This design comes from an exercise in tuning for small area, a short achievable clock period and few clock cycles per item on the open sky130 flow, not from production work. In this exercise RTL edits were held to simulation tests only and were not proved equivalent to the original. Power and IR drop assume default switching activity.

Design sorted_deadline_alarm_queue, start of the top module:
module sorted_deadline_alarm_queue #(
   parameter int QUEUE_DEPTH = QUEUE_DEPTH_DEF,
   parameter int TIME_WIDTH  = TIME_WIDTH_DEF
) (
   input  logic                  clock,
   input  logic                  reset,
   input  logic                  req_valid,
   output logic                  req_stall,
   input  sdaq_pkg::req_type     req_data,
   output logic                  rsp_valid,
   input  logic                  rsp_stall,
   output sdaq_pkg::rsp_type     rsp_data,
   input  logic                  psel,
   input  logic                  penable,
   input  logic                  pwrite,
   input  logic [CSR_ADDR_W-1:0] paddr,
   input  logic [CSR_DATA_W-1:0] pwdata,
   output logic [CSR_DATA_W-1:0] prdata,
   output logic                  pready
);
   localparam int N     = QUEUE_DEPTH;
   localparam int TW    = TIME_WIDTH;
   localparam int CNT_W = $clog2(QUEUE_DEPTH + 1);
   localparam int REQ_W = 1 + ID_W + DUR_W + NOW_W;
   localparam int RSP_W = 1 + ID_W + 1 + 1 + CNT_OUT_W;
   localparam int CW = 1 << $clog2(TW);
   function automatic logic time_after(input logic [TW-1:0] a,
                                       input logic [TW-1:0] b);
      logic [CW-1:0] g, p;
      g = '0;
      p = '1;
      for (int i = 0; i < TW - 1; i++) begin
         g[i] = a[i] & ~b[i];
         p[i] = a[i] | ~b[i];
      end
      for (int w = CW / 2; w >= 1; w = w / 2) begin
         for (int j = 0; j < w; j++) begin
            g[j] = g[2*j+1] | (p[2*j+1] & g[2*j]);
            p[j] = p[2*j+1] & p[2*j];
         end
      end
      time_after = (a[TW-1] == b[TW-1]) ? g[0] : !(g[0] | p[0]);
   endfunction
   logic [TPU_W-1:0] tpu_ff;
   logic             rd_tpu_ff;     
   logic             pready_ff;
   logic             apb_access;
   assign apb_access = psel && penable;
   assign pready     = pready_ff;
   assign prdata     = CSR_DATA_W'(rd_tpu_ff ? tpu_ff : '0);
   always_ff @(posedge clock) begin
      if (reset) begin
         tpu_ff    <= TPU_RESET;
         pready_ff <= 1'b0;
      end else begin
         pready_ff <= apb_access && !pready_ff;
  ...
clock: 8.0 ns
lec_check: 0
cap_margin: 20
core_margin: 2
core_utilization: 50
cts_buf_list: sky130_fd_sc_hd__clkbuf_4 sky130_fd_sc_hd__clkbuf_8
setup_slack_margin: 4.6
slew_margin: 20
run.sh (not shown) runs the stock make flow with config.mk's settings and CLKGATE_MAP_FILE= SYNTH_SCRIPT=/design/flow/synth_recipe.tcl, a recipe that flattens the netlist after the stock synthesis.
The first run went through all stages and came out clean.
Testbench counts at the start, summed over its fixed seeds: cycles 12,863, items 9,600.
Change:
CORE_UTILIZATION = 40   (was 50)
CTS_BUF_LIST = unset   (was sky130_fd_sc_hd__clkbuf_4 sky130_fd_sc_hd__clkbuf_8)
SETUP_SLACK_MARGIN = 4.8   (was 4.6)
=> Final area grows by about 3%. Global-route usage shrinks by 5.2 points. Worst setup slack gets worse by 0.0084 ns. Clock power grows by 11%. Utilization shrinks by 10 points. Combinational power grows by about 9%.
Change:
CORE_UTILIZATION = 50   (was 40)
CTS_BUF_LIST = sky130_fd_sc_hd__clkbuf_4 sky130_fd_sc_hd__clkbuf_8   (was unset)
The new run finished with timing, DRC and antenna clean.
Count of clock-buffer cells in the layout is higher by 125.
Setup slack improved by 0.030 ns.
Total power is lower by 2.5%.
Synthesized cell count does not change.
Global-route usage is higher by 5.8 points.

========
Starting RTL as in the previous note.
export LEC_CHECK = 0
export CAP_MARGIN = 10
export CORE_MARGIN = 2
export CORE_UTILIZATION = 55
export CTS_BUF_LIST = sky130_fd_sc_hd__clkbuf_4 sky130_fd_sc_hd__clkbuf_8
export SETUP_SLACK_MARGIN = 5.0
export SLEW_MARGIN = 10
create_clock -name core_clock -period 8.0 [get_ports {clock}]
Testbench counts at the start, summed over its fixed seeds: cycles 12,863, items 9,600.
Then changed:
Settings changed: CAP_MARGIN 10 to 20, CORE_UTILIZATION 55 to 50, SETUP_SLACK_MARGIN 5.0 to 4.4, SLEW_MARGIN 10 to 20.
After rerunning: The new run passed the timing, DRC and antenna checks; die area goes up by roughly a tenth; core utilization goes down by 10 points; hold slack hardly moves; cell area goes down by a few percent; power goes down by a few percent; cell count goes down slightly; first-iteration DRC count goes down by about a fifth; routed wire length goes down by a few percent.

[what the ideal ports hide]
No port has a modelled driver above. Below, the same layouts with a new extraction and two added sets of constraints.
Step 1 sets driving cells, clkbuf_16 on the clock port and buf_2 on the other inputs (assumed; they add their load-dependent delay and slew).
Step 2, shift: input delay + t, output delay - t, t = (earliest + latest rising clock arrival at the registers) / 2. This alone moves slack from input paths to output paths.
a / b / c = ideal / step 1 / step 2; a / b = the first two.
run | shift t [ns] | slack for setup (ns) | clock arrival spread, ns | slew at the worst register clock pin (ns) | pins driven straight from the clock port
the first run of note 1 | 0.937 | 4.606 / 4.605 / 3.853 | 0.036 / 0.036 | 0.07 / 0.07 | 1
the second run of note 1 | 0.811 | 4.597 / 4.597 / 4.040 | 0.032 / 0.032 | 0.07 / 0.07 | 1
the third run of note 1 | 0.961 | 4.628 / 4.628 / 3.889 | 0.047 / 0.047 | 0.07 / 0.07 | 1
the first run of note 2 | 0.958 | 4.610 / 4.610 / 3.972 | 0.041 / 0.041 | 0.07 / 0.07 | 1
the second run of note 2 | 0.932 | 4.340 / 4.340 / 3.522 | 0.044 / 0.044 | 0.07 / 0.07 | 1
After both steps setup and hold are still met in every run listed. For the second run of note 2, which loses most, drivers alone change the setup slack by 0.000 ns; drivers and shift together by -0.818 ns.
